This design comes from an exercise in tuning for small area, a short achievable clock period and few clock cycles on the open sky130 flow, not from production work.
Only simulation tests tie the RTL to the original design; equivalence was not proved.

==> inputs of tundra <==
==> flow/design.v <==
package rv_defs;
  typedef enum logic [2:0] {
    MD_MUL    = 3'b000,
    MD_MULH   = 3'b001,
    MD_MULHSU = 3'b010,
    MD_MULHU  = 3'b011,
    MD_DIV    = 3'b100,
    MD_DIVU   = 3'b101,
    MD_REM    = 3'b110,
    MD_REMU   = 3'b111
  } md_fun_e;
  localparam int S_IDLE = 0;
  localparam int S_MUL  = 1;   
  localparam int S_MULC = 2;   
  localparam int S_DIV0 = 3;   
  localparam int S_DIV  = 4;   
  localparam int S_DONE = 5;
  localparam int NumStates = 6;
  function automatic logic fun_is_div(logic [2:0] f);
    fun_is_div = f[2];
  endfunction
  function automatic logic fun_div_signed(logic [2:0] f);
    fun_div_signed = !f[0];
  endfunction
endpackage
module rv_divider (
  input  logic [31:0] x_i,
  output logic [5:0]  lz_o
);
  logic [15:0] z1;  logic [15:0][0:0] c1;
  logic [7:0]  z2;  logic [7:0][1:0]  c2;
  logic [3:0]  z3;  logic [3:0][2:0]  c3;
  logic [1:0]  z4;  logic [1:0][3:0]  c4;
  logic        z5;  logic [4:0]       c5;
  always_comb begin
    for (int i = 0; i < 16; i++) begin
      z1[i] = ~x_i[2*i+1] & ~x_i[2*i];
      c1[i] = ~x_i[2*i+1];
    end
    for (int i = 0; i < 8; i++) begin
      z2[i] = z1[2*i+1] & z1[2*i];
      c2[i] = z1[2*i+1] ? {1'b1, c1[2*i]} : {1'b0, c1[2*i+1]};
    end
    for (int i = 0; i < 4; i++) begin
      z3[i] = z2[2*i+1] & z2[2*i];
      c3[i] = z2[2*i+1] ? {1'b1, c2[2*i]} : {1'b0, c2[2*i+1]};
    end
    for (int i = 0; i < 2; i++) begin
      z4[i] = z3[2*i+1] & z3[2*i];
      c4[i] = z3[2*i+1] ? {1'b1, c3[2*i]} : {1'b0, c3[2*i+1]};
    end
    z5 = z4[1] & z4[0];
    c5 = z4[1] ? {1'b1, c4[0]} : {1'b0, c4[1]};
    lz_o = z5 ? 6'd32 : {1'b0, c5};
  end
endmodule
module rv_muldiv #(
  parameter int g_width = 32
) (
  input  logic               clk_i,
  input  logic               rst_n_i,
  input  logic               x_stall_i,
  input  logic               x_kill_i,
  input  logic               d_valid_i,
  input  logic               d_is_muldiv_i,
  input  logic [2:0]         d_fun_i,
  input  logic [g_width-1:0] d_rs1_i,
  input  logic [g_width-1:0] d_rs2_i,
  output logic               x_stall_req_o,
  output logic [g_width-1:0] x_rd_o,
  output logic               x_done_o
);
  localparam int NS = rv_defs::NumStates;
  logic [NS-1:0] st_q, st_d;       
  logic [32:0]   a_q, a_d;         
  logic [31:0]   l_q, l_d;         
  logic [39:0]   h_q, h_d;         
  logic [11:0]   bsel_q, bsel_d;   
  logic [4:0]    cnt_q, cnt_d;
  logic [2:0]    osel_q, osel_d;   
  logic          neg_q, neg_d, corr_q, corr_d;
  logic          busy_q;           
  logic          load, start;
  assign load  = d_valid_i & d_is_muldiv_i & st_q[rv_defs::S_IDLE];
  assign start = load & rst_n_i & ~x_kill_i;
  function automatic logic [11:0] booth_dec(logic [8:0] x);
    logic [3:0] one, two, neg;
    for (int j = 0; j < 4; j++) begin
      one[j] = x[2*j] ^ x[2*j+1];
      two[j] = (x[2*j+2] & ~x[2*j+1] & ~x[2*j]) | (~x[2*j+2] & x[2*j+1] & x[2*j]);
      neg[j] = x[2*j+2];
    end
    booth_dec = {neg, two, one};
  endfunction
  localparam logic [11:0] BoothPlusOne = 12'b0000_0000_0001;
  logic [3:0]  b_one, b_two, b_neg;
  logic [33:0] pp [4];
  logic [39:0] msum;
  assign {b_neg, b_two, b_one} = bsel_q;
  always_comb begin
    for (int j = 0; j < 4; j++)
      pp[j] = (({34{b_one[j]}} & {a_q[32], a_q}) |
               ({34{b_two[j]}} & {a_q, 1'b0})) ^ {34{b_neg[j]}};
  end
  localparam logic [39:0] SignFix = 40'h55_8000_0000;
  logic [39:0] r0, r1, r2, r3, r4, r5;
  logic [39:0] s1, c1, s2, c2, s3, c3, s4, c4;
  function automatic logic [79:0] csa(logic [39:0] x, logic [39:0] y, logic [39:0] z);
    csa = {((x & y) | (x & z) | (y & z)) << 1, x ^ y ^ z};
  endfunction
  assign r0 = {8'd0, ~h_q[39], h_q[38:8]};
  assign r1 = {6'd0, ~pp[0][33], pp[0][32:0]};
  assign r2 = {4'd0, ~pp[1][33], pp[1][32:0], 2'b0};
  assign r3 = {2'd0, ~pp[2][33], pp[2][32:0], 4'b0};
  assign r4 = {~pp[3][33], pp[3][32:0], 6'b0};
  assign r5 = SignFix | {33'd0, b_neg[3], 1'b0, b_neg[2], 1'b0, b_neg[1], 1'b0, b_neg[0]};
  assign {c1, s1} = csa(r0, r1, r2);
  assign {c2, s2} = csa(r3, r4, r5);
  assign {c3, s3} = csa(s1, c1, s2);
  assign {c4, s4} = csa(s3, c3, c2);
  function automatic logic [39:0] ks_add(logic [39:0] x, logic [39:0] y);
    logic [39:0] g, p, gn, pn;
    g = x & y;
    p = x ^ y;
    for (int d = 1; d < 40; d = d * 2) begin
      gn = g;
      pn = p;
      for (int i = d; i < 40; i++) begin
        gn[i] = g[i] | (p[i] & g[i-d]);
        pn[i] = p[i] & p[i-d];
      end
      g = gn;
      p = pn;
    end
    ks_add = (x ^ y) ^ {g[38:0], 1'b0};
  endfunction
  assign msum = ks_add(s4, c4);
  logic        sa, sb, bz, fsa, fsb, fa_p2;
  logic [5:0]  lz_a, lz_b, lz_abs_a;
  logic [4:0]  lz_b_c;
  logic        q_zero;
  logic [6:0]  dd;
  logic [33:0] diff;
  logic        ge;
  assign fsa    = rv_defs::fun_div_signed(d_fun_i) & d_rs1_i[31];
  assign fsb    = rv_defs::fun_div_signed(d_fun_i) & d_rs2_i[31];
  rv_divider u_lz_a (.x_i(d_rs1_i ^ {32{fsa}}), .lz_o(lz_a));
  assign fa_p2  = ((~d_rs1_i >> 1) & d_rs1_i) == '0;
  assign lz_abs_a = lz_a - {5'd0, fsa & fa_p2};
  assign lz_b_c   = lz_b[5] ? 5'd31 : lz_b[4:0];
  assign q_zero   = (d_rs2_i != '0) & ({1'b0, lz_b_c} < lz_abs_a);
  rv_divider u_lz_b (.x_i(d_rs2_i ^ {32{fsb}}), .lz_o(lz_b));
  assign sa     = h_q[32];
  assign sb     = h_q[33];
  assign bz     = (l_q == '0);
  assign dd     = {2'b00, cnt_q} - {1'b0, a_q[5:0]};
  assign diff = {2'b00, h_q[31:0]} + ({a_q[32], a_q} ^ {34{~sb}}) + {33'd0, ~sb};
  assign ge   = ~diff[33];
  logic [31:0] res, neg_out;
  assign res     = ({32{osel_q[2]}} & h_q[39:8]) |
                   ({32{osel_q[1]}} & h_q[31:0]) |
                   ({32{osel_q[0]}} & l_q);
  assign neg_out = (res ^ {32{neg_q}}) + {31'd0, neg_q};
  logic is_div;
  assign is_div = rv_defs::fun_is_div(d_fun_i);
  always_comb begin
    st_d    = st_q;
    a_d     = a_q;
    l_d     = l_q;
    h_d     = h_q;
    bsel_d  = bsel_q;
    cnt_d   = cnt_q;
    osel_d  = osel_q;
    neg_d   = neg_q;
    corr_d  = corr_q;
    case (1'b1)
      st_q[rv_defs::S_IDLE]: begin
        a_d    = {(d_fun_i[0] ^ d_fun_i[1]) & d_rs1_i[31], d_rs1_i};
        l_d    = d_rs2_i;
        bsel_d = booth_dec({d_rs2_i[7:0], 1'b0});
        corr_d = d_fun_i[1] & d_rs2_i[31];
        if (is_div) begin
          a_d[5:0] = lz_abs_a;
          h_d    = {5'd0, d_fun_i[1], fsb, fsa, d_rs1_i};
          cnt_d  = lz_b_c;
          osel_d = q_zero ? {1'b0, d_fun_i[1], 1'b0} : 3'b010;
          neg_d  = fsa & ~q_zero;
        end else begin
          cnt_d  = 5'd3;
          h_d    = '0;
          osel_d = (d_fun_i[1:0] != 2'b00) ? 3'b100 : 3'b001;
          neg_d  = 1'b0;
        end
        if (load) begin
          st_d = '0;
          st_d[!is_div ? rv_defs::S_MUL : q_zero ? rv_defs::S_DONE : rv_defs::S_DIV0] = 1'b1;
        end
      end
      st_q[rv_defs::S_MUL]: begin
        h_d    = msum;
        l_d    = {msum[7:0], l_q[31:8]};
        bsel_d = (cnt_q == 5'd0) ? BoothPlusOne : booth_dec(l_q[15:7]);
        cnt_d  = cnt_q - 5'd1;
        if (cnt_q == 5'd0) begin
          st_d = '0;
          st_d[corr_q ? rv_defs::S_MULC : rv_defs::S_DONE] = 1'b1;
        end
      end
      st_q[rv_defs::S_MULC]: begin
        h_d    = msum;
        osel_d = 3'b010;
        st_d   = '0;
        st_d[rv_defs::S_DONE] = 1'b1;
      end
      st_q[rv_defs::S_DIV0]: begin
        a_d    = {sb, l_q} << dd[4:0];
        h_d    = {h_q[39:32], neg_out};
        l_d    = bz ? '1 : '0;
        cnt_d  = dd[4:0];
        osel_d = h_q[34] ? 3'b010 : 3'b001;
        neg_d  = h_q[34] ? sa : (sa ^ sb) & ~bz;
        st_d   = '0;
        st_d[(bz | dd[6]) ? rv_defs::S_DONE : rv_defs::S_DIV] = 1'b1;
      end
      st_q[rv_defs::S_DIV]: begin
        a_d   = {a_q[32], a_q[32:1]};
        h_d   = {h_q[39:32], ge ? diff[31:0] : h_q[31:0]};
        l_d   = {l_q[30:0], ge};
        cnt_d = cnt_q - 5'd1;
        if (cnt_q == 5'd0) begin
          st_d = '0;
          st_d[rv_defs::S_DONE] = 1'b1;
        end
      end
      st_q[rv_defs::S_DONE]: begin
        if (!x_stall_i) begin
          st_d = '0;
          st_d[rv_defs::S_IDLE] = 1'b1;
        end
      end
      default: begin
        st_d = '0;
        st_d[rv_defs::S_IDLE] = 1'b1;
      end
    endcase
    if (x_kill_i) begin
      st_d = '0;
      st_d[rv_defs::S_IDLE] = 1'b1;
    end
  end
  assign x_stall_req_o = ~x_kill_i & (start | busy_q);
  assign x_done_o      = ~x_kill_i & st_q[rv_defs::S_DONE];
  always_ff @(posedge clk_i or negedge rst_n_i) begin
    if (!rst_n_i) begin
      st_q   <= NS'(1) << rv_defs::S_IDLE;
      busy_q <= 1'b0;
    end else begin
      st_q   <= st_d;
      busy_q <= ~(st_d[rv_defs::S_IDLE] | st_d[rv_defs::S_DONE]);
    end
  end
  always_ff @(posedge clk_i) begin
    a_q    <= a_d;
    l_q    <= l_d;
    h_q    <= h_d;
    bsel_q <= bsel_d;
    cnt_q  <= cnt_d;
    osel_q <= osel_d;
    neg_q  <= neg_d;
    corr_q <= corr_d;
  end
  assign x_rd_o = neg_out;
endmodule
==> flow/flow/run.sh <==
#!/bin/bash
set -euo pipefail
export BUFFER_PORTS_ARGS="-buffer_cell sky130_fd_sc_hd__buf_2"
bash standard.sh finish > standard_run.log 2>&1
==> flow/standard.sh <==
#!/bin/bash
# synth_recipe.tcl (not shown) runs the flow's synth.tcl, then flattens the netlist and writes it again
# the make line also repeats each setting of config.mk as NAME=value (left out here)
make -C /OpenROAD-flow-scripts/flow DESIGN_CONFIG=/design/flow/config.mk WORK_HOME=/design/flow/orfs CLKGATE_MAP_FILE= SYNTH_SCRIPT=/design/flow/synth_recipe.tcl "${@:-finish}"
==> flow/config.mk <==
export PLATFORM = sky130hd
export DESIGN_NAME = rv_muldiv
export DESIGN_NICKNAME = rv_muldiv
export VERILOG_FILES = /design/flow/design.v
export SDC_FILE = /design/flow/constraint.sdc
export NUM_CORES = 4
export LEC_CHECK = 0
export ABC_AREA = 1
export CAP_MARGIN = 20
export CORE_MARGIN = 2
export CORE_UTILIZATION = 45
export PLACE_DENSITY = 0.75
export SETUP_SLACK_MARGIN = 5.0
export SLEW_MARGIN = 20
==> flow/constraint.sdc <==
create_clock -name core_clock -period 10.0 [get_ports {clk_i}]
set_input_delay 2.0000 -clock core_clock [delete_from_list [all_inputs] [get_ports {clk_i}]]
set_output_delay 2.0000 -clock core_clock [all_outputs]
set_load 0.01 [all_outputs]
==> inputs of ember, as changes to tundra <==
--- a/flow/design.v
+++ b/flow/design.v
@@ -136,8 +136,6 @@
   endfunction
   assign msum = ks_add(s4, c4);
-  logic        sa, sb, bz, fsa, fsb, fa_p2;
-  logic [5:0]  lz_a, lz_b, lz_abs_a;
-  logic [4:0]  lz_b_c;
-  logic        q_zero;
+  logic        sa, sb, bz, fsa, fsb;
+  logic [5:0]  lz_a, lz_b;
   logic [6:0]  dd;
   logic [33:0] diff;
@@ -146,8 +144,4 @@
   assign fsb    = rv_defs::fun_div_signed(d_fun_i) & d_rs2_i[31];
   rv_divider u_lz_a (.x_i(d_rs1_i ^ {32{fsa}}), .lz_o(lz_a));
-  assign fa_p2  = ((~d_rs1_i >> 1) & d_rs1_i) == '0;
-  assign lz_abs_a = lz_a - {5'd0, fsa & fa_p2};
-  assign lz_b_c   = lz_b[5] ? 5'd31 : lz_b[4:0];
-  assign q_zero   = (d_rs2_i != '0) & ({1'b0, lz_b_c} < lz_abs_a);
   rv_divider u_lz_b (.x_i(d_rs2_i ^ {32{fsb}}), .lz_o(lz_b));
   assign sa     = h_q[32];
@@ -181,9 +175,9 @@
         corr_d = d_fun_i[1] & d_rs2_i[31];
         if (is_div) begin
-          a_d[5:0] = lz_abs_a;
+          a_d[5:0] = lz_a - {5'd0, fsa};   
           h_d    = {5'd0, d_fun_i[1], fsb, fsa, d_rs1_i};
-          cnt_d  = lz_b_c;
-          osel_d = q_zero ? {1'b0, d_fun_i[1], 1'b0} : 3'b010;
-          neg_d  = fsa & ~q_zero;
+          cnt_d  = lz_b[5] ? 5'd31 : lz_b[4:0];
+          osel_d = 3'b010;
+          neg_d  = fsa;
         end else begin
           cnt_d  = 5'd3;
@@ -194,5 +188,5 @@
         if (load) begin
           st_d = '0;
-          st_d[!is_div ? rv_defs::S_MUL : q_zero ? rv_defs::S_DONE : rv_defs::S_DIV0] = 1'b1;
+          st_d[is_div ? rv_defs::S_DIV0 : rv_defs::S_MUL] = 1'b1;
         end
       end
- SETUP_SLACK_MARGIN: 5.0 -> 4.8
==> impl_metrics.json <==
{
  "status": "no timing/DRC/antenna violations",
  "via_count": 24439,
  "worstSkewPairLatency_ps": 450,
  "final_core_util_pct": 54.9,
  "met3_usage_pct": 11.6,
  "period_minus_slack_ps": 5120,
  "final_cell_mix": "582 x nand2_1, 343 x inv_1, 200 x o21ai_0",
  "synthSimpleGateAreaFrac_pct": 21.6,
  "crit_slowest_cell": "xor2_1"
}
That was tundra.
==> impl_metrics.json <==
{
  "crit_slowest_cell": "edfxtp_1",
  "layout-drive-gt1-share_pct": 7.88,
  "final_cell_mix": "925 x nand2_1, 437 x inv_1, 280 x nor2_1",
  "met3_usage_pct": 10.1,
  "period_minus_slack_ps": 5120,
  "multi_input_cells": 2715,
  "whs_endpoint": "st_q[2]",
  "grtUsageMet1_pct": 49.1,
  "final_core_util_pct": 49.9,
  "cp_data_arrival_time_ps": 5360,
  "worstSkewPairLatency_ps": 480,
  "rows": 81,
  "place_ws_ps": 3590,
  "ant_nets": 0,
  "status": "no timing/DRC/antenna violations",
  "r2r_slack_ps": 4880,
  "synthSimpleGateAreaFrac_pct": 29.4,
  "crit_type": "register to register"
}
That was ember.
Testbench counts of tundra, summed over its fixed seeds: cycles 20,791.
Testbench counts of ember, summed over its fixed seeds: cycles 21,290.

[what the ideal ports hide]
How much do the figures lean on ideal ports? The routed layouts below were timed once more, with nothing changed but the port constraints. Step 1 assumes that a clkbuf_16 drives the clock port and a buf_2 every other input. Step 2, shift: input delay + t, output delay - t, t = (earliest + latest rising clock arrival at the registers) / 2. This alone moves slack from input paths to output paths. Slacks: ideal / step 1 / step 2; pairs: ideal / step 1.
run	t, ns	setup WS [ns]	hold WS [ns]	worst setup path after step 2	clock arrival spread, ns
tundra	0.492	4.882 / 4.838 / 4.615	0.591 / 0.591 / 0.591	input to register	0.013 / 0.013
ember	0.535	4.879 / 4.879 / 4.879	0.588 / 0.588 / 0.588	register to register	0.011 / 0.012
After both steps every run listed still meets setup and hold. For tundra, which loses most, drivers alone change the setup slack by -0.044 ns; drivers and shift together by -0.267 ns.
